What follows belongs to an exercise in optimizing a design on an open flow for small area and a short achievable clock period; a production flow would make more cautious choices.
RTL that was checked went through simulation tests only; none was proved equivalent to the original.
Power and IR drop assume default switching activity.

==> 07-15 <==
Design prt_scaler_krnl_n, start of the top module:
module prt_scaler_krnl_n #(
  parameter int P_PPC   = 4,
  parameter int P_BPC   = 8,
  parameter int P_TAPS  = 4,
  parameter int P_LINES = 2,
  parameter int P_WIN   = 5,
  parameter int P_CBW   = 8,
  localparam int SELW   = $clog2(P_LINES * P_WIN),
  localparam int ADRW   = ($clog2(P_PPC) < 1) ? 1 : $clog2(P_PPC)
) (
  input  logic                              CLK_IN,
  input  logic                              RST_IN,
  input  logic                              AGNT_DE_IN,
  input  logic                              BYPASS_IN,
  input  logic [P_LINES*P_WIN*P_BPC-1:0]    SLW_DAT_IN,
  input  logic [P_PPC*P_TAPS*SELW-1:0]      MUX_SEL_IN,
  input  logic                              COEF_WR_IN,
  input  logic [ADRW-1:0]                   COEF_ADR_IN,
  input  logic [P_TAPS*P_CBW-1:0]           COEF_DAT_IN,
  input  logic                              COEF_UPD_IN,
  output logic                              COEF_PEND_OUT,
  output logic [P_PPC*P_BPC-1:0]            VID_DAT_OUT,
  output logic                              VID_DE_OUT
);
  localparam int NSMP = P_LINES * P_WIN;
  localparam int LAT  = 5;
  logic [NSMP-1:0][P_BPC-1:0]               win;
  logic [P_PPC-1:0][P_TAPS-1:0][SELW-1:0]   sel;
  logic [P_PPC-1:0][P_TAPS-1:0][P_BPC-1:0]  mux_tap;
  logic [P_PPC-1:0][P_TAPS/2-1:0][P_BPC-1:0][2:0] s0_dsel;
  logic [P_PPC-1:0][P_BPC-1:0]              s0_inj;
  logic [P_PPC-1:0]                         zero_nxt;
  logic [P_PPC-1:0][P_TAPS-1:0][P_CBW-1:0]  coef_shd;
  logic [P_PPC-1:0][P_TAPS-1:0][P_CBW-1:0]  coef_act;
  logic [P_PPC-1:0][P_TAPS/2-1:0][P_CBW:0] coef_sum;
  logic [P_PPC-1:0]                         zero_shd;
  logic [P_PPC-1:0]                         zero_act;
  logic                                     coef_pend;
  logic                                     pend_n;
  logic                                     swap_go;
  ...
==> flow/config.mk <==
export PLATFORM = sky130hd
export DESIGN_NAME = prt_scaler_krnl_n
export DESIGN_NICKNAME = prt_scaler_krnl_n
export VERILOG_FILES = /design/flow/design.v
export SDC_FILE = /design/flow/constraint.sdc
export NUM_CORES = 4
export LEC_CHECK = 0
export CAP_MARGIN = 20
export CORE_MARGIN = 2
export CORE_UTILIZATION = 40
export CTS_CLUSTER_DIAMETER = 60
export CTS_CLUSTER_SIZE = 20
export SETUP_SLACK_MARGIN = 3.6
export SLEW_MARGIN = 20
==> flow/constraint.sdc <==
create_clock -name core_clock -period 6.0 [get_ports {CLK_IN}]
set_input_delay 1.2000 -clock core_clock [delete_from_list [all_inputs] [get_ports {CLK_IN}]]
set_output_delay 1.2000 -clock core_clock [all_outputs]
set_load 0.01 [all_outputs]
standard.sh (not shown) runs the stock make flow with config.mk's settings and CLKGATE_MAP_FILE= SYNTH_SCRIPT=/design/flow/synth_recipe.tcl, a recipe that flattens the netlist after the stock synthesis.
==> flow/flow/run.sh <==
#!/bin/bash
# Layout flow: the standard synthesis, then fixinv.py, a netlist pass that
# removes the inverters Yosys's full-adder extraction leaves around the fa
# cells (a full adder is self-dual, so each one may work on complemented
# signals instead), then the standard layout from floorplan to finish,
# with plain buffers on the ports.
# Each tool's output goes to a log file of its own in this folder.
set -euo pipefail
R=orfs/results/${FLOW_PLATFORM}/prt_scaler_krnl_n/base
LIB=${FLOW_HOME}/platforms/${FLOW_PLATFORM}/lib/sky130_fd_sc_hd__tt_025C_1v80.lib
bash standard.sh synth > synth.log 2>&1
cp "$R/1_2_yosys.v" yosys_standard.v
python3 flow/fixinv.py "$LIB" yosys_standard.v "$R/1_2_yosys.v" > fixinv.log 2>&1
rm -f "$R/1_synth.odb" "$R/1_synth.sdc"
# Port buffers: a plain buffer (sized later by the resizer) instead of the
# delay cell buffer_ports picks by itself; every port still gets its buffer.
export BUFFER_PORTS_ARGS="-buffer_cell sky130_fd_sc_hd__buf_2"
bash standard.sh > layout.log 2>&1
Other scripts of this flow, unchanged in this note and not shown: flow/flow/fixinv.py
==> 08-17 (differences from 07-15) <==
--- a/flow/design.v
+++ b/flow/design.v
@@ -374,67 +374,59 @@
   wire l1_c234 = (l1_s215 & l1_c180) | (l1_s215 & l1_c182) | (l1_c180 & l1_c182);
   wire l1_s235 = l1_s219 ^ l1_c186 ^ l1_c218;
   wire l1_c236 = (l1_s219 & l1_c186) | (l1_s219 & l1_c218) | (l1_c186 & l1_c218);
   wire l1_s237 = l1_s189 ^ l1_c188 ^ l1_c220;
   wire l1_c238 = (l1_s189 & l1_c188) | (l1_s189 & l1_c220) | (l1_c188 & l1_c220);
-  logic [35:0] r3;
+  wire l1_s239 = l1_s195 ^ l1_c194 ^ l1_c222;
+  wire l1_c240 = (l1_s195 & l1_c194) | (l1_s195 & l1_c222) | (l1_c194 & l1_c222);
+  wire l1_s241 = l1_s225 ^ l1_c200 ^ l1_c224;
+  wire l1_c242 = (l1_s225 & l1_c200) | (l1_s225 & l1_c224) | (l1_c200 & l1_c224);
+  wire l1_s243 = l1_s227 ^ l1_c204 ^ l1_c226;
+  wire l1_c244 = (l1_s227 & l1_c204) | (l1_s227 & l1_c226) | (l1_c204 & l1_c226);
+  wire l1_s245 = l1_s229 ^ l1_c208 ^ l1_c228;
+  wire l1_c246 = (l1_s229 & l1_c208) | (l1_s229 & l1_c228) | (l1_c208 & l1_c228);
+  wire l1_s247 = l1_s231 ^ l1_c212 ^ l1_c230;
+  wire l1_c248 = (l1_s231 & l1_c212) | (l1_s231 & l1_c230) | (l1_c212 & l1_c230);
+  wire l1_s249 = l1_s233 ^ l1_c214 ^ l1_c232;
+  wire l1_c250 = (l1_s233 & l1_c214) | (l1_s233 & l1_c232) | (l1_c214 & l1_c232);
+  wire l1_s251 = l1_s217 ^ l1_c216 ^ l1_c234;
+  wire l1_c252 = (l1_s217 & l1_c216) | (l1_s217 & l1_c234) | (l1_c216 & l1_c234);
+  wire l1_s253 = ~r2[76] ^ l1_c190 ^ l1_c238;
+  wire l1_c254 = (~r2[76] & l1_c190) | (~r2[76] & l1_c238) | (l1_c190 & l1_c238);
+  logic [27:0] r3;
   always_ff @(posedge CLK_IN) begin
     r3[0] <= ~~r2[0];
     r3[1] <= ~~r2[1];
     r3[2] <= ~~r2[2];
     r3[3] <= ~~r2[3];
     r3[4] <= ~~r2[4];
     r3[5] <= ~l1_s153;
     r3[6] <= ~l1_s191;
     r3[7] <= ~l1_s221;
-    r3[8] <= ~l1_s195;
-    r3[9] <= ~l1_c194;
-    r3[10] <= ~l1_c222;
-    r3[11] <= ~l1_s223;
-    r3[12] <= ~l1_s225;
-    r3[13] <= ~l1_c200;
-    r3[14] <= ~l1_c224;
-    r3[15] <= ~l1_s227;
-    r3[16] <= ~l1_c204;
-    r3[17] <= ~l1_c226;
-    r3[18] <= ~l1_s229;
-    r3[19] <= ~l1_c208;
-    r3[20] <= ~l1_c228;
-    r3[21] <= ~l1_s231;
-    r3[22] <= ~l1_c212;
-    r3[23] <= ~l1_c230;
-    r3[24] <= ~l1_s233;
-    r3[25] <= ~l1_c214;
-    r3[26] <= ~l1_c232;
-    r3[27] <= ~l1_s217;
-    r3[28] <= ~l1_c216;
-    r3[29] <= ~l1_c234;
-    r3[30] <= ~l1_s235;
-    r3[31] <= ~l1_s237;
-    r3[32] <= ~l1_c236;
-    r3[33] <= ~~r2[76];
-    r3[34] <= ~l1_c190;
-    r3[35] <= ~l1_c238;
+    r3[8] <= ~l1_s239;
+    r3[9] <= ~l1_s223;
+    r3[10] <= ~l1_c240;
+    r3[11] <= ~l1_s241;
+    r3[12] <= ~l1_s243;
+    r3[13] <= ~l1_c242;
+    r3[14] <= ~l1_s245;
+    r3[15] <= ~l1_c244;
+    r3[16] <= ~l1_s247;
+    r3[17] <= ~l1_c246;
+    r3[18] <= ~l1_s249;
+    r3[19] <= ~l1_c248;
+    r3[20] <= ~l1_s251;
+    r3[21] <= ~l1_c250;
+    r3[22] <= ~l1_s235;
+    r3[23] <= ~l1_c252;
+    r3[24] <= ~l1_s237;
+    r3[25] <= ~l1_c236;
+    r3[26] <= ~l1_s253;
+    r3[27] <= ~l1_c254;
   end
-  wire l2_s239 = ~r3[8] ^ ~r3[9] ^ ~r3[10];
-  wire l2_c240 = (~r3[8] & ~r3[9]) | (~r3[8] & ~r3[10]) | (~r3[9] & ~r3[10]);
-  wire l2_s241 = ~r3[12] ^ ~r3[13] ^ ~r3[14];
-  wire l2_c242 = (~r3[12] & ~r3[13]) | (~r3[12] & ~r3[14]) | (~r3[13] & ~r3[14]);
-  wire l2_s243 = ~r3[15] ^ ~r3[16] ^ ~r3[17];
-  wire l2_c244 = (~r3[15] & ~r3[16]) | (~r3[15] & ~r3[17]) | (~r3[16] & ~r3[17]);
-  wire l2_s245 = ~r3[18] ^ ~r3[19] ^ ~r3[20];
-  wire l2_c246 = (~r3[18] & ~r3[19]) | (~r3[18] & ~r3[20]) | (~r3[19] & ~r3[20]);
-  wire l2_s247 = ~r3[21] ^ ~r3[22] ^ ~r3[23];
-  wire l2_c248 = (~r3[21] & ~r3[22]) | (~r3[21] & ~r3[23]) | (~r3[22] & ~r3[23]);
-  wire l2_s249 = ~r3[24] ^ ~r3[25] ^ ~r3[26];
-  wire l2_c250 = (~r3[24] & ~r3[25]) | (~r3[24] & ~r3[26]) | (~r3[25] & ~r3[26]);
-  wire l2_s251 = ~r3[27] ^ ~r3[28] ^ ~r3[29];
-  wire l2_c252 = (~r3[27] & ~r3[28]) | (~r3[27] & ~r3[29]) | (~r3[28] & ~r3[29]);
-  wire l2_s253 = ~r3[33] ^ ~r3[34] ^ ~r3[35];
-  wire l2_c254 = (~r3[33] & ~r3[34]) | (~r3[33] & ~r3[35]) | (~r3[34] & ~r3[35]);
-  wire [18:0] cpa_a = {1'b0, l2_c254, l2_s253, ~r3[31], ~r3[30], l2_s251, l2_s249, l2_s247, l2_s245, l2_s243, l2_s241, ~r3[11], l2_s239, ~r3[7], ~r3[6], ~r3[5], ~r3[4], ~r3[2], ~r3[0]};
-  wire [18:0] cpa_b = {1'b0, 1'b0, 1'b0, ~r3[32], l2_c252, l2_c250, l2_c248, l2_c246, l2_c244, l2_c242, 1'b0, l2_c240, 1'b0, 1'b0, 1'b0, 1'b0, 1'b0, ~r3[3], ~r3[1]};
+  wire [18:0] cpa_a = {1'b0, ~r3[27], ~r3[26], ~r3[24], ~r3[22], ~r3[20], ~r3[18], ~r3[16], ~r3[14], ~r3[12], ~r3[11], ~r3[9], ~r3[8], ~r3[7], ~r3[6], ~r3[5], ~r3[4], ~r3[2], ~r3[0]};
+  wire [18:0] cpa_b = {1'b0, 1'b0, 1'b0, ~r3[25], ~r3[23], ~r3[21], ~r3[19], ~r3[17], ~r3[15], ~r3[13], 1'b0, ~r3[10], 1'b0, 1'b0, 1'b0, 1'b0, 1'b0, ~r3[3], ~r3[1]};
   wire [18:0] sum = ~(~cpa_a + ~cpa_b + 19'd1);
   wire sat = |sum[18:16];
   wire [7:0] pix_c = sat ? 8'hff : sum[15:8];
   logic [7:0] r4;
   always_ff @(posedge CLK_IN) begin
==> summary.txt <==
Result of the run: 08-17 no timing/DRC/antenna violations; 07-15 no timing/DRC/antenna violations
Total cell area at the placement stage: 08-17 59700 sq um; 07-15 59600 sq um
DRC marker count from the first detailed-route iteration: 08-17 10415; 07-15 10579
Required arrival time at the worst endpoint: 08-17 6.58 ns; 07-15 6.59 ns
Worst path setup slack after routing: 08-17 3.54 ns; 07-15 3.40 ns
Vias in the first global route: 08-17 40283; 07-15 41001
Routed met3 length: 08-17 30900 um; 07-15 30700 um
Non-Clock Buffer Count: 08-17 237; 07-15 273
Global-route usage over all layers: 08-17 26.6%; 07-15 27.3%
Ratio of total power to cell area: 08-17 368 nW/um^2; 07-15 383 nW/um^2
Tapcell count: 08-17 1917; 07-15 1903
Power share of the sequential group: 08-17 41.4%; 07-15 40.7%
Met1 usage in global routing: 08-17 37.4%; 07-15 37.4%
Met2 wire len: 08-17 82200 um; 07-15 84700 um
Clock network power: 08-17 6.36 mW; 07-15 6.52 mW

========
==> inputs of job 4174 <==
prt_scaler_krnl_n, a different RTL version from the one above (not shown whole).
==> flow/config.mk <==
export PLATFORM = sky130hd
export DESIGN_NAME = prt_scaler_krnl_n
export DESIGN_NICKNAME = prt_scaler_krnl_n
export VERILOG_FILES = /design/flow/design.v
export SDC_FILE = /design/flow/constraint.sdc
export NUM_CORES = 4
export LEC_CHECK = 0
export CAP_MARGIN = 20
export CORE_MARGIN = 2
export CORE_UTILIZATION = 40
export SETUP_SLACK_MARGIN = 3.5
export SLEW_MARGIN = 20
==> flow/constraint.sdc <==
create_clock -name core_clock -period 6.0 [get_ports {CLK_IN}]
set_input_delay 1.2000 -clock core_clock [delete_from_list [all_inputs] [get_ports {CLK_IN}]]
set_output_delay 1.2000 -clock core_clock [all_outputs]
set_load 0.01 [all_outputs]
==> flow/flow/run.sh <==
#!/bin/bash
# Layout flow: the standard synthesis, then fixinv.py, a netlist pass that
# removes the inverters Yosys's full-adder extraction leaves around the fa
# cells (a full adder is self-dual, so each one may work on complemented
# signals instead), then the standard layout from floorplan to finish.
# Each tool's output goes to a log file of its own in this folder.
set -euo pipefail
R=orfs/results/${FLOW_PLATFORM}/prt_scaler_krnl_n/base
LIB=${FLOW_HOME}/platforms/${FLOW_PLATFORM}/lib/sky130_fd_sc_hd__tt_025C_1v80.lib
bash standard.sh synth > synth.log 2>&1
cp "$R/1_2_yosys.v" yosys_standard.v
python3 flow/fixinv.py "$LIB" yosys_standard.v "$R/1_2_yosys.v" > fixinv.log 2>&1
rm -f "$R/1_synth.odb" "$R/1_synth.sdc"
bash standard.sh > layout.log 2>&1
Other scripts of this flow, unchanged in this note and not shown: flow/flow/fixinv.py
==> job 6258 (differences from job 4174) <==
Settings changed: SETUP_SLACK_MARGIN 3.5 to not set.
==> summary.txt <==
item                                                                 job 4174    job 6258
Result of the run                            no timing/DRC/antenna violations  no timing/DRC/antenna violations
Combinational Power                                                   5.24 mW     5.16 mW
Transition time at the pin with the least slew margin                 1.33 ns     1.25 ns
Delay of the slowest critical-path stage                              0.98 ns     1.00 ns
Fraction of final layout cells with drive strength greater than 1       15.0%       10.7%
Final instance area                                                 73600 um2   73000 um2
Endpoint of the most critical setup path                           s0_inj[21]  s0_inj[22]
Met3 routing resource usage after global routing                        6.66%       6.57%
Number of fillers in the final layout                                   14200       14400
Post-layout instance count excluding filler cells                        7296        7197
Post-CTS Setup Inserts                                                     50           0
Final HPWL DP                                                       147000 um   144000 um
Worst slew margin relative to its limit                                 11.2%       16.4%
Antenna violations before repair                                           63          80
Number of vias per cell                                                  5.52        5.48
Pwr/cell area                                                      304 nW/um2  308 nW/um2
Clock latency on the worst-skew pair                                  0.74 ns     0.75 ns
Data arrival, critical path                                           3.25 ns     3.61 ns
RR Startpoint                                                      s0_tap[86]  s0_tap[28]
Maximum vdd drop                                                     0.264 mV    0.272 mV
No run of this note included a check of the RTL's function; only the layout flow was run.

========
==> inputs of job 534 <==
prt_scaler_krnl_n, a different RTL version from the one above (not shown whole).
export LEC_CHECK = 0
export CAP_MARGIN = 20
export CORE_MARGIN = 2
export CORE_UTILIZATION = 40
export SETUP_SLACK_MARGIN = 3.6
export SLEW_MARGIN = 20
create_clock -name core_clock -period 6.0 [get_ports {CLK_IN}]
==> flow/flow/run.sh <==
#!/bin/bash
# Layout flow: the standard synthesis, then fixinv.py, a netlist pass that
# removes the inverters Yosys's full-adder extraction leaves around the fa
# cells (a full adder is self-dual, so each one may work on complemented
# signals instead), then the standard layout from floorplan to finish,
# with plain buffers on the ports.
# Each tool's output goes to a log file of its own in this folder.
set -euo pipefail
R=orfs/results/${FLOW_PLATFORM}/prt_scaler_krnl_n/base
LIB=${FLOW_HOME}/platforms/${FLOW_PLATFORM}/lib/sky130_fd_sc_hd__tt_025C_1v80.lib
bash standard.sh synth > synth.log 2>&1
cp "$R/1_2_yosys.v" yosys_standard.v
python3 flow/fixinv.py "$LIB" yosys_standard.v "$R/1_2_yosys.v" > fixinv.log 2>&1
rm -f "$R/1_synth.odb" "$R/1_synth.sdc"
# Port buffers: a plain buffer (sized later by the resizer) instead of the
# delay cell buffer_ports picks by itself; every port still gets its buffer.
export BUFFER_PORTS_ARGS="-buffer_cell sky130_fd_sc_hd__buf_2"
bash standard.sh > layout.log 2>&1
Other scripts of this flow, unchanged in this note and not shown: flow/flow/fixinv.py
==> inputs of job 4931, as changes to job 534 <==
--- a/flow/flow/run.sh
+++ b/flow/flow/run.sh
@@ -4,4 +4,3 @@
 # cells (a full adder is self-dual, so each one may work on complemented
-# signals instead), then the standard layout from floorplan to finish,
-# with plain buffers on the ports.
+# signals instead), then the standard layout from floorplan to finish.
 # Each tool's output goes to a log file of its own in this folder.
@@ -14,5 +13,2 @@
 rm -f "$R/1_synth.odb" "$R/1_synth.sdc"
-# Port buffers: a plain buffer (sized later by the resizer) instead of the
-# delay cell buffer_ports picks by itself; every port still gets its buffer.
-export BUFFER_PORTS_ARGS="-buffer_cell sky130_fd_sc_hd__buf_2"
 bash standard.sh > layout.log 2>&1
SETUP_SLACK_MARGIN = 3.4   (was 3.6)
==> summary.txt <==
In synthesized area, job 4931 and job 534 do not differ. In synthesized cell count, job 534 and job 4931 do not differ. Between job 4931 and job 534, the lower sequential share of layout area is in job 534 (gap 0.47 points). Of job 4931 and job 534, job 534 has the higher via count (gap about 2%, measured against job 534). In sequential cell count, job 534 and job 4931 do not differ. Die area is the same in job 4931 and job 534. Worst hold slack: job 4931 is worse than job 534 (0.015 ns). In job 4931 the clock skew is higher than in job 534, by 0.055 ns. Against job 4931, the combinational power of job 534 is higher by about 5%. Between job 4931 and job 534, the lower utilization is in job 4931 (gap 0.99 points). In job 4931 the design area is lower than in job 534, by about 2%.
==> figures <==
| quantity | job 534 | job 4931 |
|---|---|---|
| Pre-CTS WS | 2.82 ns | 2.24 ns |
| Final cycle utilization of the critical path | 41.9% | 43.9% |
| Fill cells | 13000 | 13100 |
| Sequential share of power | 39.2% | 39.5% |
| Run status | no timing/DRC/antenna violations | no timing/DRC/antenna violations |
| Reported clock group power | 6.62 mW | 6.84 mW |
| Utilization after layout | 47.0% | 46.0% |
| Sequential cell area | 22500 sq um | 22400 sq um |
| Largest net degree at the start of global routing | 129 | 72 |
| Number of instances resized during post-cts repair | 310 | 124 |
| Clock network contribution to total cell area | 5.10% | 5.46% |
| Met3 wirelength from detailed routing | 22.9 mm | 19.7 mm |
| Met1 track utilization from global routing | 33.5% | 34.3% |
| Max VDD drop | 0.000223 V | 0.000246 V |
| Total power | 22.0 mW | 21.9 mW |
| Min-delay src | g_pix[0].u_mac.r4[7] | g_pix[2].u_mac.r2[2] |
| Via count of the first global-routing pass | 41600 | 40200 |
| Total internal power | 14.9 mW | 14.8 mW |
| Wire length reported by the detailed router | 195 mm | 189 mm |
| Met2 track demand over resource | 40.6% | 39.4% |
| Final worst clock skew | 0.0293 ns | 0.0840 ns |
| Signal arrival time at the worst endpoint | 3.18 ns | 3.28 ns |
| CP max-delay cell | fa_2 | dfxtp_1 |
No run of this note included a check of the RTL's function; only the layout flow was run.

## re-timing with driven ports
In the flow no input, the clock included, has a driving cell. The finished layouts below were timed again as built, in two steps.
Step 1: set_driving_cell puts a clkbuf_16 on CLK_IN and a buf_2 on each other input, an assumption about the parent block.
Step 2 adds t to the input delays and takes it off the output delays; t is the mean of the earliest and latest rising clock arrival at the registers after step 1. Input paths then give back, and output paths get back, about the clock's delay inside the block.
a / b / c = ideal ports / drivers / drivers and shift; a / b = the first two.
| run | t (ns) | setup WS [ns] | hold WS [ns] | latest minus earliest clock arrival (ns) | cell pins on the clock port's net |
|---|---|---|---|---|---|
| 07-15 | 0.789 | 3.400 / 3.400 / 2.766 | 0.323 / 0.323 / 0.323 | 0.062 / 0.062 | 1 |
| 08-17 | 0.794 | 3.543 / 3.507 / 2.792 | 0.325 / 0.325 / 0.325 | 0.056 / 0.056 | 1 |
| job 4174 | 0.802 | 3.404 / 3.374 / 2.572 | 0.323 / 0.323 / 0.323 | 0.021 / 0.021 | 1 |
| job 6258 | 0.809 | 3.005 / 3.057 / 2.247 | 0.325 / 0.325 / 0.325 | 0.039 / 0.039 | 1 |
| job 534 | 0.792 | 3.487 / 3.487 / 2.793 | 0.323 / 0.323 / 0.323 | 0.035 / 0.035 | 1 |
| job 4931 | 0.810 | 3.364 / 3.308 / 2.498 | 0.308 / 0.308 / 0.308 | 0.086 / 0.086 | 1 |
After both steps setup and hold are still met in every run listed. For job 4931, which loses most, drivers alone change the setup slack by -0.056 ns; drivers and shift together by -0.866 ns.
